From an optimization exercise on the open Yosys and OpenROAD flow, aimed at small area, a short achievable clock period and few clock cycles per item; shortcuts taken in it are not production practice.
No functional check of the RTL was part of any run shown here.
No activity file was given, so power comes from the tool's default toggle rates.

**design/flow/run.sh**
```bash
#!/bin/bash
# synth_recipe.tcl (not shown) runs the flow's synth.tcl, then flattens the netlist and writes it again
# the make line also repeats each setting of config.mk as NAME=value (left out here)
make -C /OpenROAD-flow-scripts/flow DESIGN_CONFIG=/design/flow/config.mk WORK_HOME=/design/flow/orfs CLKGATE_MAP_FILE= SYNTH_SCRIPT=/design/flow/synth_recipe.tcl finish
```
**design/flow/config.mk**
```make
export PLATFORM = sky130hd
export DESIGN_NAME = display_test_pattern_generator
export DESIGN_NICKNAME = display_test_pattern_generator
export VERILOG_FILES = /design/flow/design.v
export SDC_FILE = /design/flow/constraint.sdc
export NUM_CORES = 4
export LEC_CHECK = 0
export ABC_CLOCK_PERIOD_IN_PS = 3500
export CAP_MARGIN = 20
export CORE_MARGIN = 2
export CORE_UTILIZATION = 40
export SETUP_SLACK_MARGIN = 3.5
export SLEW_MARGIN = 20
```
**design/flow/constraint.sdc**
```tcl
create_clock -name core_clock -period 7.5 [get_ports {clk}]
set_input_delay 1.5000 -clock core_clock [delete_from_list [all_inputs] [get_ports {clk}]]
set_output_delay 1.5000 -clock core_clock [all_outputs]
set_load 0.01 [all_outputs]
```
**design/flow/design.v**
```verilog
`default_nettype none
package dtpg_pkg;
  localparam int MAX_DIM   = 1024;
  localparam int DIM_W     = 11;
  localparam int COORD_W   = 10;
  localparam int COLOR_W   = 16;
  localparam int STRIDE_W  = 12;
  localparam int ADDR_W    = 21;
  localparam int CFG_IDX_W = 3;
  localparam int CFG_DAT_W = 16;
  localparam int BAR_IDX_W = 3;
  localparam int BAR_CNT_W = 7;
  localparam logic [CFG_IDX_W-1:0] REG_MODE   = 3'd0;
  localparam logic [CFG_IDX_W-1:0] REG_SOLID  = 3'd1;
  localparam logic [CFG_IDX_W-1:0] REG_WIDTH  = 3'd2;
  localparam logic [CFG_IDX_W-1:0] REG_HEIGHT = 3'd3;
  localparam logic [CFG_IDX_W-1:0] REG_STRIDE = 3'd4;
  typedef struct packed {
    logic       qr;     
    logic       rp;     
    logic       norm;   
    logic       xs_a;   
    logic       xs_b;   
    logic       addx;   
    logic [3:0] bidx;   
  } seq_t;
  function automatic logic [COLOR_W-1:0] bar_color(input logic [BAR_IDX_W-1:0] idx);
    case (idx)
      3'd0:    bar_color = 16'hf800;
      3'd1:    bar_color = 16'h07e0;
      3'd2:    bar_color = 16'h001f;
      3'd3:    bar_color = 16'hffe0;
      3'd4:    bar_color = 16'hf81f;
      3'd5:    bar_color = 16'h07ff;
      3'd6:    bar_color = 16'hffff;
      default: bar_color = 16'h0000;
    endcase
  endfunction
endpackage
`default_nettype wire
`default_nettype none
module dtpg_div #(
  parameter int QW = 8,
  parameter int RW = 10
) (
  input  wire logic          clk,
  input  wire logic          clr,
  input  wire logic          dbl,
  input  wire logic          step,
  input  wire logic          rp,
  input  wire logic          cin,
  input  wire logic [RW-1:0] d,
  output logic      [QW-1:0] q
);
  logic [QW-1:0] q_r, sq_r, q_n, qa, qb;
  logic [RW-1:0] r_r, sr_r, r_n, s1;
  logic [RW:0]   srd_r, x2, s2;
  logic          c2, ge;
  always_comb begin
    s1 = r_r + sr_r;
    if (dbl) begin
      x2 = {2'b11, ~d[RW-1:1]};
      c2 = !(d[0] && !cin);
    end else if (rp) begin
      x2 = {1'b1, ~d};
      c2 = 1'b1;
    end else begin
      x2 = srd_r;
      c2 = 1'b0;
    end
    s2 = {1'b0, r_r} + x2 + {{RW{1'b0}}, c2};
    ge = !s2[RW];
    qa = q_r + sq_r;
    qb = q_r + sq_r + 1'b1;
    if (dbl) begin
      r_n = ge ? {s2[RW-2:0], cin ^ d[0]} : {r_r[RW-2:0], cin};
      q_n = {q_r[QW-2:0], ge};
    end else begin
      r_n = ge ? s2[RW-1:0] : s1;
      q_n = ge ? qb : qa;
    end
  end
  always_ff @(posedge clk) begin
    if (clr) begin
      q_r <= '0;
      r_r <= '0;
    end else if (dbl || step) begin
      q_r <= q_n;
      r_r <= r_n;
    end
    if (rp) begin
      sq_r  <= q_r;
      sr_r  <= r_r;
      srd_r <= s2;
    end
  end
  assign q = q_r;
endmodule
`default_nettype wire
`default_nettype none
import dtpg_pkg::*;
module dtpg_ctrl (
  input  wire logic                  clk,
  input  wire logic                  rst_n,
  input  wire logic                  cfg_we,
  input  wire logic [CFG_IDX_W-1:0]  cfg_index,
  input  wire logic                  in_tvalid,
  output logic                       in_tready,
  input  wire logic                  in_restart,
  input  wire logic                  out_free,
  output logic                       emit,        
  output logic                       emit_rst,    
  output dtpg_pkg::seq_t             seq
);
  logic       v0_r, v1_r, e0_r, e1_r;
  logic       push, head_rst;
  logic       wr_dim, wr_stride;
  logic       idle_r, qr_r, rp_r, norm_r, xs_r, addx_r;
  logic [4:0] cnt_r;
  assign in_tready = !v1_r;
  assign push      = in_tvalid && !v1_r;
  assign head_rst  = v0_r && e0_r;
  assign emit      = idle_r && v0_r && out_free;
  assign emit_rst  = e0_r;
  always_ff @(posedge clk) begin
    if (!rst_n) begin
      v0_r <= 1'b0;
      v1_r <= 1'b0;
    end else begin
      if (emit) begin
        v0_r <= v1_r || push;
        v1_r <= 1'b0;
      end else if (push) begin
        v0_r <= 1'b1;
        v1_r <= v0_r;
      end
    end
    if (emit) begin
      e0_r <= v1_r ? e1_r : in_restart;
    end else if (push && !v0_r) begin
      e0_r <= in_restart;
    end
    if (push) e1_r <= in_restart;
  end
  assign wr_dim    = cfg_we && (cfg_index == REG_WIDTH || cfg_index == REG_HEIGHT);
  assign wr_stride = cfg_we && (cfg_index == REG_STRIDE) && !qr_r && !rp_r;
  always_ff @(posedge clk) begin
    if (!rst_n || wr_dim) begin
      {idle_r, qr_r, rp_r, norm_r, xs_r, addx_r} <= 6'b010000;
      cnt_r <= 5'd7;
    end else if (wr_stride) begin
      {idle_r, qr_r, rp_r, norm_r, xs_r, addx_r} <= 6'b000100;
    end else begin
      if (qr_r) begin
        cnt_r <= cnt_r - 1'b1;
        if (cnt_r == 5'd0) begin
          qr_r <= 1'b0;
          rp_r <= 1'b1;
        end
      end
      if (rp_r) begin
        rp_r   <= 1'b0;
        idle_r <= head_rst;
        norm_r <= !head_rst;
      end
      if (norm_r) begin
        norm_r <= 1'b0;
        idle_r <= head_rst;
        xs_r   <= !head_rst;
        cnt_r  <= 5'd19;
      end
      if (xs_r) begin
        cnt_r <= cnt_r - 1'b1;
        if (head_rst) begin
          xs_r   <= 1'b0;
          idle_r <= 1'b1;
        end else if (cnt_r == 5'd0) begin
          xs_r   <= 1'b0;
          addx_r <= 1'b1;
        end
      end
      if (addx_r) begin
        addx_r <= 1'b0;
        idle_r <= 1'b1;
      end
    end
  end
  always_comb begin
    seq.qr   = qr_r;
    seq.rp   = rp_r;
    seq.norm = norm_r;
    seq.xs_a = xs_r && cnt_r[0];
    seq.xs_b = xs_r && !cnt_r[0];
    seq.addx = addx_r;
    seq.bidx = cnt_r[4:1];
  end
endmodule
`default_nettype wire
`default_nettype none
import dtpg_pkg::*;
module dtpg_dp (
  input  wire logic                  clk,
  input  wire logic                  rst_n,
  input  wire logic                  cfg_we,
  input  wire logic [CFG_IDX_W-1:0]  cfg_index,
  input  wire logic [CFG_DAT_W-1:0]  cfg_wdata,
  input  wire logic                  emit,
  input  wire logic                  emit_rst,
  input  dtpg_pkg::seq_t             seq,
  output logic                       out_tvalid,
  input  wire logic                  out_tready,
  output logic                       out_free,
  output logic [63:0]                out_tdata,
  output logic                       out_tlast
);
  logic [1:0]           mode_r;
  logic [COLOR_W-1:0]   solid_r;
  logic [COORD_W-1:0]   wm1_r, hm1_r;
  logic [STRIDE_W-1:0]  stride_r;
  logic [COORD_W-1:0]   wr_m1;
  logic                 wr_dim;
  always_comb begin
    if (cfg_wdata[DIM_W-1:0] == '0) wr_m1 = '0;
    else if (cfg_wdata[COORD_W])    wr_m1 = COORD_W'(MAX_DIM - 1);
    else                            wr_m1 = cfg_wdata[COORD_W-1:0] - 1'b1;
  end
  assign wr_dim = cfg_we && (cfg_index == REG_WIDTH || cfg_index == REG_HEIGHT);
  always_ff @(posedge clk) begin
    if (!rst_n) begin
      mode_r   <= 2'd0;
      solid_r  <= 16'h001f;
      wm1_r    <= 10'd319;
      hm1_r    <= 10'd239;
      stride_r <= 12'd320;
    end else if (cfg_we) begin
      case (cfg_index)
        REG_MODE:   mode_r   <= cfg_wdata[1:0];
        REG_SOLID:  solid_r  <= cfg_wdata;
        REG_WIDTH:  wm1_r    <= wr_m1;
        REG_HEIGHT: hm1_r    <= wr_m1;
        REG_STRIDE: stride_r <= cfg_wdata[STRIDE_W-1:0];
        default:    ;
      endcase
    end
  end
  logic [BAR_CNT_W-1:0] bwm1;
  logic [COORD_W-1:0]   wm1_m7;
  always_comb begin
    wm1_m7 = wm1_r - 10'd7;
    bwm1   = (wm1_r < 10'd7) ? '0 : wm1_m7[COORD_W-1:3];
  end
  logic [COORD_W-1:0] x_r, y_r, x_n, y_n;
  logic               eol_r, eof_r, fresh_r, valid_r;
  logic               upd, adv, kill, xbit, ybit;
  logic [COORD_W:0]   y_inc;
  logic               xwrap, ywrap;
  assign xbit  = x_r[seq.bidx];
  assign ybit  = y_r[seq.bidx];
  assign upd   = emit || cfg_we;
  assign adv   = upd && !fresh_r;      
  assign kill  = emit && emit_rst;     
  assign y_inc = {1'b0, y_r} + 1'b1;
  assign xwrap = (x_r > wm1_r);
  assign ywrap = xwrap ? (y_inc > {1'b0, hm1_r}) : (y_r > hm1_r);
  always_comb begin
    x_n = x_r;
    y_n = y_r;
    if (kill) begin
      x_n = '0;
      y_n = '0;
    end else if (adv) begin
      x_n = eol_r ? '0 : x_r + 1'b1;
      if (eol_r) y_n = eof_r ? '0 : y_inc[COORD_W-1:0];
    end else if (seq.norm) begin
      if (xwrap) x_n = '0;
      if (ywrap) y_n = '0;
      else if (xwrap) y_n = y_inc[COORD_W-1:0];
    end
  end
  always_ff @(posedge clk) begin
    if (!rst_n) begin
      x_r     <= '0;
      y_r     <= '0;
      eol_r   <= 1'b0;
      eof_r   <= 1'b0;
      fresh_r <= 1'b1;
      valid_r <= 1'b0;
    end else begin
      x_r   <= x_n;
      y_r   <= y_n;
      eol_r <= (x_n == wm1_r);
      eof_r <= (y_n == hm1_r);
      if (cfg_we)     fresh_r <= 1'b1;
      else if (emit)  fresh_r <= 1'b0;
      if (emit)            valid_r <= 1'b1;
      else if (out_tready) valid_r <= 1'b0;
    end
  end
  logic [7:0] rq, gq;
  dtpg_div #(.QW(8), .RW(COORD_W)) u_red (
    .clk  (clk),
    .clr  (!rst_n || wr_dim || kill || (adv && eol_r) || seq.norm),
    .dbl  (seq.qr || seq.xs_a),
    .step ((adv && !eol_r) || (seq.xs_b && xbit)),
    .rp   (seq.rp),
    .cin  (seq.qr),
    .d    (wm1_r),
    .q    (rq)
  );
  dtpg_div #(.QW(8), .RW(COORD_W)) u_green (
    .clk  (clk),
    .clr  (!rst_n || wr_dim || kill || (adv && eol_r && eof_r) || seq.norm),
    .dbl  (seq.qr || seq.xs_a),
    .step ((adv && eol_r && !eof_r) || (seq.xs_b && ybit)),
    .rp   (seq.rp),
    .cin  (seq.qr),
    .d    (hm1_r),
    .q    (gq)
  );
  logic [BAR_IDX_W-1:0] bq_r;
  logic [BAR_CNT_W-1:0] bc_r;
  logic [BAR_CNT_W+1:0] bt;
  logic                 beq, bge;
  always_comb begin
    beq = (bc_r == bwm1);
    bt  = {1'b0, bc_r, xbit} - {2'b00, bwm1} - 1'b1;
    bge = !bt[BAR_CNT_W+1];
  end
  always_ff @(posedge clk) begin
    if (kill || (adv && eol_r) || seq.norm) begin
      bq_r <= '0;
      bc_r <= '0;
    end else if (seq.xs_a) begin
      bc_r <= bge ? bt[BAR_CNT_W-1:0] : {bc_r[BAR_CNT_W-2:0], xbit};
      bq_r <= bq_r[2] ? 3'd7 : {bq_r[1:0], bge};
    end else if (adv) begin
      bc_r <= beq ? '0 : bc_r + 1'b1;
      if (bq_r != 3'd7) bq_r <= bq_r + {2'b00, beq};
    end
  end
  logic [ADDR_W-1:0] rb_r, addr_r, rb_a, rb_b, rb_s;
  always_comb begin
    rb_a = seq.xs_a ? {rb_r[ADDR_W-2:0], 1'b0} : rb_r;
    if (seq.addx)                rb_b = ADDR_W'(x_r);
    else if (seq.xs_a && !ybit)  rb_b = '0;
    else                         rb_b = ADDR_W'(stride_r);
    rb_s = rb_a + rb_b;
  end
  always_ff @(posedge clk) begin
    if (kill || (adv && eol_r && eof_r) || seq.norm) rb_r <= '0;
    else if ((adv && eol_r) || seq.xs_a)            rb_r <= rb_s;
    if (kill || (adv && eol_r && eof_r))  addr_r <= '0;
    else if ((adv && eol_r) || seq.addx)  addr_r <= rb_s;
    else if (adv)                         addr_r <= addr_r + 1'b1;
  end
  logic [4:0]          red5;
  logic [5:0]          grn6;
  logic [COLOR_W-1:0]  color;
  always_comb begin
    red5 = (wm1_r == '0) ? 5'd0 : rq[7:3];
    grn6 = (hm1_r == '0) ? 6'd0 : gq[7:2];
    case (mode_r)
      2'd1:    color = {red5, grn6, ~red5};
      2'd2:    color = dtpg_pkg::bar_color(bq_r);
      default: color = solid_r;
    endcase
  end
  assign out_free   = !valid_r || out_tready;
  assign out_tvalid = valid_r;
  assign out_tdata  = {7'd0, addr_r, y_r, x_r, color};
  assign out_tlast  = eol_r && eof_r;
endmodule
`default_nettype wire
`default_nettype none
import dtpg_pkg::*;
module display_test_pattern_generator (
  input  wire logic                           clk,
  input  wire logic                           rst_n,
  input  wire logic                           cfg_we,
  input  wire logic [dtpg_pkg::CFG_IDX_W-1:0] cfg_index,
  input  wire logic [dtpg_pkg::CFG_DAT_W-1:0] cfg_wdata,
  input  wire logic                           in_tvalid,
  output logic                                in_tready,
  input  wire logic [7:0]                     in_tdata,    
  output logic                                out_tvalid,
  input  wire logic                           out_tready,
  output logic [63:0]                         out_tdata,
  output logic                                out_tlast    
);
  logic           out_free, emit, emit_rst;
  dtpg_pkg::seq_t seq;
  dtpg_ctrl u_ctrl (
    .clk        (clk),
    .rst_n      (rst_n),
    .cfg_we     (cfg_we),
    .cfg_index  (cfg_index),
    .in_tvalid  (in_tvalid),
    .in_tready  (in_tready),
    .in_restart (in_tdata[0]),
    .out_free   (out_free),
    .emit       (emit),
    .emit_rst   (emit_rst),
    .seq        (seq)
  );
  dtpg_dp u_dp (
    .clk        (clk),
    .rst_n      (rst_n),
    .cfg_we     (cfg_we),
    .cfg_index  (cfg_index),
    .cfg_wdata  (cfg_wdata),
    .emit       (emit),
    .emit_rst   (emit_rst),
    .seq        (seq),
    .out_tvalid (out_tvalid),
    .out_tready (out_tready),
    .out_free   (out_free),
    .out_tdata  (out_tdata),
    .out_tlast  (out_tlast)
  );
endmodule
`default_nettype wire
```
==> out/metrics.csv, run 1 <==
stage,metric,value,unit
pwr,Sw Pwr,1.199,mW
yosys,Synth async-reset ratio,0,
yosys,Synth cell types,94,
finish,register area,0.005385,mm²
detailed_routing,DR vias,17230,
cts,"Reg clk slew, reported paths",0.06,ns
timing,Fin. Hold Viols,0,
pwr,Pint,2.677,mW
setup_path,Critical-path top delay cell,dfxtp_4,
global_routing,global-route wire length before repair,86800,µm
finish,antenna cells,0,
detailed_routing,DR iter-0 viols,1643,
setup_path,crit-path max FO,5,
pwr,PwrDens,184.8,mW/mm²
finish,post-route cell area,0.02097,mm²
cts,Longest Clk Path Bufs,3,
die,width of the die,213.5,µm
hold_path,worst hold path type,reg2reg,
setup_path,start point of the critical path,u_ctrl.cnt_r[1]$_SDFFE_PP1P_,
finish,fill cell count,4282,
setup_path,r2r endpoint,u_dp.addr_r[18]$_SDFFE_PP0P_,
pwr,peak supply drop,190.5,µV
timing,fin crit period,3.991,ns
pwr,Gate power share,0.234,
pwr,Power Total,3.876,mW
timing,period utilisation layout,0.5321,
detailed_routing,Post-Route WL,56050,µm
timing,Clock Skews,0.03904,ns
setup_path,"critical path, cell by cell","buf_8, mux4_2, nand2_2, a21o_4, a21oi_4, a22o_1, ha_2, inv_2, fa_2, nor2b_1, o21a_1, o21ai_2, a211o_1, nand3_2, and2_4, nand3_2, a211o_1, a2111oi_2",
cts,Root Driver,clkbuf_16,
yosys,Post-synth EDFFs,60,
placed_design,placed instance area,0.01882,mm²
cts,Num CTS Buffers,30,
setup_path,reg2reg path depth,18,
detailed_routing,Pre-Repair DR Iteration Count,6,
cts,"Clk Latency, worst-skew pair",0.60,ns
cts,"Hold-fix buffers, CTS",0,
die,I/O Pins,99,
yosys,post-synthesis cell area,0.01756,mm²
finish,area occupied by multi-input gates,0.01192,mm²
timing,fin worst setup slack,3.509,ns
pwr,Seq pwr share,0.378,
yosys,Synth Register Bits,235,
cts,deepest level of the CTS H-tree,1,
detailed_routing,vias per cell,5.847,
outcome,status,"complete, no violations",
die,Die ar.,0.04560,mm²
timing,RSZ-0062 raised after global routing,yes,
hold_path,WHS Endpoint,u_dp.solid_r[12]$_SDFFE_PN0P_,
setup_path,Worst EP arrival,4.46,ns
finish,fraction of layout cells with a size suffix above 1,0.1228,
setup_path,CP required,7.97,ns
global_routing,GR Util All Layers,0.2392,
yosys,"Avg Cell Area, Syn",7.750,µm²
detailed_routing,DR DRC count,0,
setup_path,critical path class,reg2reg,
yosys,sequential share of the synthesized area,0.3021,
global_routing,initial antenna violation count,0,
finish,most frequent cells in the layout,"327 x nand2_1, 224 x a21oi_1, 188 x nor2_1",
placed_design,IO Port Bufs,84,
die,die height,213.5,µm
pwr,clock power share,0.387,
timing,fmax,0.2506,GHz
yosys,Synth Flop Type,dfxtp_1,
global_routing,vias in the first global route,15990,
global_routing,grt ovf,0,
placed_design,hpwl dp,39300,µm
timing,Setup TNS,0,ns
yosys,Syn Inst Count,2266,
pwr,Leakage Power,8.235,nW
setup_path,r2r setup slk,3.51,ns
timing,worst-margin pin slew,0.9634,ns
hold_path,hold_sp,u_dp.solid_r[12]$_SDFFE_PN0P_,
setup_path,Critical Path Start Type,flip-flop,
finish,"most common cell after layout, fill and taps aside",nand2_1,
global_routing,largest net degree at the start of global routing,72,
setup_path,worst stage delay on the critical path,0.36,ns
finish,nets@finish,2493,
timing,final setup fails,0,
run,number of max-cap violations,0,
die,initial core utilization,0.4068,
finish,P&R area growth vs syn,19.43,%
setup_path,Crit Reg-Reg Startpoint,u_ctrl.cnt_r[1]$_SDFFE_PP1P_,
pwr,Sw Share,0.3093,
placed_design,final RePlAce weighted congestion,0.9544,
cts,CTS tree,yes,
placed_design,pre-CTS setup slack,2.046,ns
timing,Min Hold Slack,0.4656,ns
timing,count of pins over their slew limit,0,
hold_path,Hold Path Depth,2,
die,# rows,76,
detailed_routing,post-route ant nets,0,
die,Core Box Area,0.04317,mm²
detailed_routing,wire length per cell,19.03,µm
setup_path,Top delay family on crit path,compound AO/OA/AOI/OAI gates,
yosys,Synth warnings,3,
setup_path,Critical Path End Type,flip-flop,
setup_path,Crit path buffers/inverters,2,
timing,Relative slew margins,0.3554,
cts,Num Clock Sinks,235,
worst min-delay path: cells and delay by family, from the launching register on:
kind             cells  cell delay (ns)
AND/OR/NAND/NOR      1             0.04
flip-flops           1             0.31
AO/OA/AOI/OAI        1             0.06
power groups by stage:
stage / clock, mW / combinational (mW) / sequential, mW
2_1_floorplan: 0 / 0.657 / 1.45
3_3_place_gp: 0 / 0.799 / 1.49
3_5_place_dp: 0 / 0.816 / 1.49
4_1_cts: 1.53 / 0.849 / 1.47
5_1_grt: 1.58 / 1.01 / 1.48
6_report: 1.50 / 0.908 / 1.47
Yosys cell counts (11+ instances only):
| library cell | n | area share |
|---|---|---|
| a22o_1 | 11 | 0.0055 |
| and3_1 | 32 | 0.011 |
| a31oi_1 | 28 | 0.010 |
| buf_1 | 14 | 0.0030 |
| nand2_1 | 334 | 0.071 |
| nor3b_1 | 13 | 0.0056 |
| dfxtp_1 | 175 | 0.20 |
| or3_1 | 18 | 0.0064 |
| o211ai_1 | 23 | 0.0098 |
| inv_1 | 81 | 0.017 |
| ha_1 | 114 | 0.081 |
| a211oi_1 | 28 | 0.012 |
| a22oi_1 | 11 | 0.0047 |
| a21o_1 | 23 | 0.0098 |
| nor4_1 | 24 | 0.0085 |
| a221oi_1 | 12 | 0.0060 |
| xor2_1 | 31 | 0.015 |
| nand4_1 | 22 | 0.0078 |
| nor2_1 | 194 | 0.041 |
| a21boi_0 | 28 | 0.012 |
| edfxtp_1 | 60 | 0.10 |
| clkbuf_1 | 106 | 0.023 |
| nor3_1 | 65 | 0.019 |
| a21oi_1 | 229 | 0.065 |
| o21ai_0 | 116 | 0.033 |
| o21a_1 | 22 | 0.0094 |
| nor2b_1 | 41 | 0.015 |
| nand2b_1 | 15 | 0.0053 |
| nand3_1 | 55 | 0.016 |
| o31ai_1 | 17 | 0.0073 |
| xnor2_1 | 73 | 0.036 |
| mux2i_1 | 15 | 0.0085 |
| o21ai_1 | 12 | 0.0034 |
| and2_1 | 25 | 0.0089 |
flip-flops by register name (all words and copies together), names as in the netlist, 2 cells and up:
name                cells
u_dp.addr_r            21
u_dp.rb_r              21
u_dp.solid_r           16
u_dp.stride_r          12
u_dp.u_green.srd_r     11
u_dp.u_red.srd_r       11
u_dp.hm1_r             10
u_dp.u_green.r_r       10
u_dp.u_green.sr_r      10
u_dp.u_red.r_r         10
u_dp.u_red.sr_r        10
u_dp.wm1_r             10
u_dp.x_r               10
u_dp.y_r               10
u_dp.u_green.q_r        8
u_dp.u_green.sq_r       8
u_dp.u_red.q_r          8
u_dp.u_red.sq_r         8
u_dp.bc_r               7
u_ctrl.cnt_r            5
u_dp.bq_r               3
u_dp.mode_r             2
cell type report:
| class | count | area share |
|---|---|---|
| multi-input combinational | 1816 | 0.5681 |
| sequential | 235 | 0.2568 |
| timing repair buffer | 169 | 0.07576 |
| clock buffer | 49 | 0.04403 |
| tap | 585 | 0.03490 |
| inverter | 85 | 0.01581 |
| clock inverter | 7 | 0.004653 |
per-layer routing:
layer	track usage	share of wire	routed length, µm
met1	0.3254	0.45	24950
met2	0.3961	0.46	25760
met3	0.03500	0.072	4038
met4	0.06489	0.023	1312
met5	0	0	0
stage by stage:
step | util | std cells
2_1_floorplan | - | 2272
6_report | 0.4858 | 2946
4_1_cts | 0.4755 | 2919
3_3_place_gp | 0.4360 | 2825
3_5_place_dp | 0.4360 | 2825
5_1_grt | 0.4858 | 2946
cells by family (layout without fill, tap and decap cells):
kind of cell,count (synthesis),after routing,share of synthesized area
compound gates,665,667,0.2432
xor+xnor,104,104,0.05187
fa+ha+maj,124,124,0.09262
buf+inv,224,310,0.05037
flops,235,235,0.3021
mux,26,26,0.02009
other cells,1,7,0.0002135
simple gates,887,888,0.2396
worst max path at each step:
stage	depth (start not counted)	endpoint	slack, ns
after floorplan	17	u_dp.u_green.r_r[1]$_SDFFE_PP0P_	3.45
after global placement	9	u_dp.u_green.q_r[2]$_SDFFE_PP0P_	2.09
after detailed placement	10	u_dp.u_green.q_r[4]$_SDFFE_PP0P_	2.05
after CTS	17	u_dp.addr_r[18]$_SDFFE_PP0P_	3.44
after global routing	18	u_dp.addr_r[18]$_SDFFE_PP0P_	3.37
final	18	u_dp.addr_r[18]$_SDFFE_PP0P_	3.51
repair_timing:
action / in CTS / in global routing
gates cloned: 2 / 2
gates resized for setup: 117 / 58
setup endpoints to repair: 92 / 58
pin swaps: 23 / 25
setup buffers: 36 / 25
==> inputs of run 2 (changes only) <==
--- a/design/flow/config.mk
+++ b/design/flow/config.mk
@@ -5,9 +5,7 @@
 export SDC_FILE = /design/flow/constraint.sdc
 export NUM_CORES = 4
 export LEC_CHECK = 0
-export ABC_CLOCK_PERIOD_IN_PS = 3500
 export CAP_MARGIN = 20
 export CORE_MARGIN = 2
 export CORE_UTILIZATION = 40
-export SETUP_SLACK_MARGIN = 3.5
 export SLEW_MARGIN = 20
==> run 2 against run 1 <==
  * Critical path type unchanged
  * Area after synthesis did not move
  * Global-route usage down 0.17 points
  * Cell count fell by 2.2%
==> out/metrics.csv, run 2 <==
stage,metric,value,unit,change
cts,CTS tree,yes,,
yosys,main combinational cell family by area after synthesis,compound AO/OA/AOI/OAI gates,,
finish,antenna cells,0,,unchanged
yosys,sequential share of the synthesized area,0.3021,,unchanged
global_routing,vias in the first global route,15880,,-0.70%
yosys,"Avg Cell Area, Syn",7.750,µm²,unchanged
global_routing,initial antenna violation count,0,,unchanged
placed_design,hpwl dp,39910,µm,+1.6%
setup_path,Critical Path End Type,flip-flop,,
yosys,post-synthesis mux area share,0.02009,,unchanged
yosys,Synth warnings,3,,unchanged
finish,most frequent cells in the layout,"334 x nand2_1, 229 x a21oi_1, 192 x nor2_1",,
yosys,Synth Area in Adders,0.09262,,unchanged
die,die height,213.5,µm,unchanged
hold_path,Hold Path Depth,2,,unchanged
yosys,Synth Register Bits,235,,unchanged
finish,nets@finish,2428,,-2.6%
yosys,Syn Inst Count,2266,,unchanged
setup_path,Critical-path top delay cell,dfxtp_1,,
timing,period utilisation layout,0.7019,,+0.1698
detailed_routing,wire length per cell,18.90,µm,-0.67%
global_routing,grt ovf,0,,unchanged
cts,post-CTS resize count,0,,-100%
pwr,Leakage Power,7.621,nW,-7.4%
finish,biggest regs,"u_dp.addr_r x21, u_dp.rb_r x21, u_dp.solid_r x16",,
die,Core Box Area,0.04317,mm²,unchanged
detailed_routing,DR vias,16870,,-2.1%
timing,Relative slew margins,0.1932,,-0.1621
yosys,ranking of synthesized cells by area,"dfxtp_1 20%, edfxtp_1 10%, ha_1 8.1%, nand2_1 7.1%, a21oi_1 6.5%",,
cts,Num Clock Sinks,235,,unchanged
yosys,Synth top area share,0.1995,,unchanged
timing,worst-margin pin slew,1.201,ns,+0.2375 ns
placed_design,final RePlAce weighted congestion,0.9503,,-0.43%
timing,count of pins over their slew limit,0,,unchanged
detailed_routing,DR DRC count,0,,unchanged
timing,fin worst setup slack,2.236,ns,-1.273 ns
setup_path,reg2reg path depth,17,,-1
outcome,status,"complete, no violations",,
detailed_routing,Pre-Repair DR Iteration Count,5,,-1
timing,Setup TNS,0,ns,unchanged
setup_path,CP required,7.95,ns,-0.02 ns
setup_path,critical path class,reg2reg,,
timing,Fin. Hold Viols,0,,unchanged
setup_path,Worst EP arrival,5.72,ns,+1.26 ns
detailed_routing,vias per cell,5.857,,+0.18%
placed_design,placed instance area,0.01879,mm²,-0.18%
finish,register area,0.005309,mm²,-1.4%
die,initial core utilization,0.4068,,unchanged
pwr,PwrDens,186.7,mW/mm²,+1.0%
detailed_routing,Post-Route WL,54430,µm,-2.9%
timing,RSZ-0062 raised after global routing,no,,
global_routing,GR Util All Layers,0.2375,,-0.001697
finish,post-route cell area,0.01972,mm²,-6.0%
timing,fin crit period,5.264,ns,+1.273 ns
cts,"Clk Latency, worst-skew pair",0.58,ns,-0.02 ns
detailed_routing,DR iter-0 viols,1407,,-14%
yosys,Synth async-reset ratio,0,,unchanged
global_routing,global-route wire length before repair,86600,µm,-0.23%
setup_path,worst stage delay on the critical path,0.75,ns,+0.39 ns
timing,final setup fails,0,,unchanged
yosys,Yosys top cell by area,dfxtp_1,,
finish,"most common cell after layout, fill and taps aside",nand2_1,,
yosys,post-synthesis cell area,0.01756,mm²,unchanged
yosys,Synth cell types,94,,unchanged
timing,Min Hold Slack,0.4620,ns,-0.003587 ns
setup_path,crit-path max FO,13,,+8
detailed_routing,post-route ant nets,0,,unchanged
cts,"Hold-fix buffers, CTS",0,,unchanged
cts,deepest level of the CTS H-tree,1,,unchanged
finish,fraction of layout cells with a size suffix above 1,0.04967,,-0.07316
finish,area occupied by multi-input gates,0.01142,mm²,-4.1%
cts,Num CTS Buffers,30,,unchanged
pwr,peak supply drop,167.9,µV,-12%
die,# rows,76,,unchanged
die,Die ar.,0.04560,mm²,unchanged
timing,Clock Skews,0.01570,ns,-0.02334 ns
run,number of max-cap violations,0,,unchanged
setup_path,"critical path, cell by cell","mux4_2, a221oi_1, a21o_1, a21oi_1, a22o_1, ha_1, inv_1, fa_1, nor2b_1, o21a_1, o21ai_1, a211o_1, nand3_1, and2_0, nand3_1, a211o_1, a2111oi_0",,
yosys,Synth Flop Type,dfxtp_1,,
yosys,Post-synth top cells,"334 x nand2_1, 229 x a21oi_1, 194 x nor2_1, 175 x dfxtp_1, 116 x o21ai_0",,
cts,Post-CTS Setup Repair Bufs,0,,-100%
yosys,most common cell in the netlist,nand2_1,,
die,I/O Pins,99,,unchanged
yosys,Post-Synth XOR/XNOR Area,0.05187,,unchanged
die,width of the die,213.5,µm,unchanged
global_routing,largest net degree at the start of global routing,69,,-4.2%
placed_design,pre-CTS setup slack,2.177,ns,+0.1309 ns
cts,Longest Clk Path Bufs,3,,unchanged
finish,P&R area growth vs syn,12.29,%,
hold_path,worst hold path type,reg2reg,,
cts,"Reg clk slew, reported paths",0.06,ns,about the same
yosys,Compound-Gate Fraction of Synth Area,0.2432,,unchanged
yosys,Post-synth EDFFs,60,,unchanged
timing,fmax,0.1900,GHz,-24%
setup_path,Critical Path Start Type,flip-flop,,
placed_design,IO Port Bufs,84,,unchanged
finish,Post-Route Utilization,0.4568,,-0.02904
finish,fill cell count,4330,,+1.1%
cts,Root Driver,clkbuf_16,,
yosys,simple-gate share of the synthesized area,0.2396,,unchanged
==> run 2: logic make-up (layout without fill, tap and decap cells) <==
logic type | count (synthesis) | in the layout
fa+ha+maj | 124 | 124
mux | 26 | 26
flops | 235 | 235
other cells | 1 | 7
xor+xnor | 104 | 104
buf+inv | 224 | 247
compound gates | 665 | 665
simple gates | 887 | 887
==> run 2: per-stage QoR <==
| stage | total power, mW | std cells |
|---|---|---|
| floorplan | 2.106 | 2272 |
| global placement | 2.289 | 2825 |
| detailed placement | 2.309 | 2825 |
| CTS | 3.706 | 2880 |
| global route | 3.874 | 2880 |
| finish | 3.681 | 2880 |
==> run 2: routing by layer <==
layer	track usage	routed length (µm)	vias up	share of wire
met5	0	0	-	0
met4	0.06873	1364	0	0.025
met3	0.02753	3112	85	0.057
met2	0.3921	24930	508	0.46
met1	0.3270	25030	8086	0.46
li1	-	-	8190	-
==> run 2: path summary, 6_finish.rpt <==
path	slack [ns]	to	from
worst max-delay path	2.24	u_dp.addr_r[18]$_SDFFE_PP0P_	u_dp.y_r[0]$_SDFF_PN0_
worst min-delay path	0.46	u_dp.stride_r[2]$_SDFFE_PN0P_	u_dp.stride_r[2]$_SDFFE_PN0P_
worst max register to register	2.24	u_dp.addr_r[18]$_SDFFE_PP0P_	u_dp.y_r[0]$_SDFF_PN0_
worst min register to register	0.46	u_dp.stride_r[2]$_SDFFE_PN0P_	u_dp.stride_r[2]$_SDFFE_PN0P_
==> run 2: worst max-delay path, delay by kind of cell, from the launching register on <==
kind,cells,cell delay (ns)
mux,1,0.37
fa+ha+maj,2,0.61
flops,1,0.75
buf+inv,1,0.06
simple gates,4,0.82
compound gates,9,2.53
==> run 2: layout make-up <==
type | count | area share
flip-flops and latches | 235 | 0.2692
repair buffers | 107 | 0.05114
clock buffers | 50 | 0.04600
clock inverters | 5 | 0.001206
well taps | 585 | 0.03712
inverters | 85 | 0.01618
multi-input cells | 1813 | 0.5792
==> run 2: power by group <==
group	switching (mW)	internal [mW]	total [mW]
Sequential	0.0909	1.38	1.47
Clock	0.577	0.814	1.39
Combinational	0.471	0.353	0.825
Total	1.14	2.54	3.68

port drivers added, routing unchanged:
The results above use ideal ports. As a check the final layouts listed here were re-extracted and re-timed, cells and wires unchanged.
Step 1, drivers: a clkbuf_16 drives clk and a buf_2 each remaining input, both assumed.
Step 2 also shifts input and output timing later by t, the mid clock arrival at the registers, as if the neighbouring blocks saw the same clock.
Three values: ideal, step 1, step 2; two values: the first two.
| run | shift t [ns] | setup WS [ns] | worst slew at a driven data input, ns |
|---|---|---|---|
| run 1 | 0.633 | 3.509 / 3.509 / 3.034 | 0.05 |
| run 2 | 0.621 | 2.236 / 2.236 / 2.223 | 0.05 |
After both steps setup and hold are still met in every run listed. For run 1, which loses most, drivers alone change the setup slack by 0.000 ns; drivers and shift together by -0.475 ns.
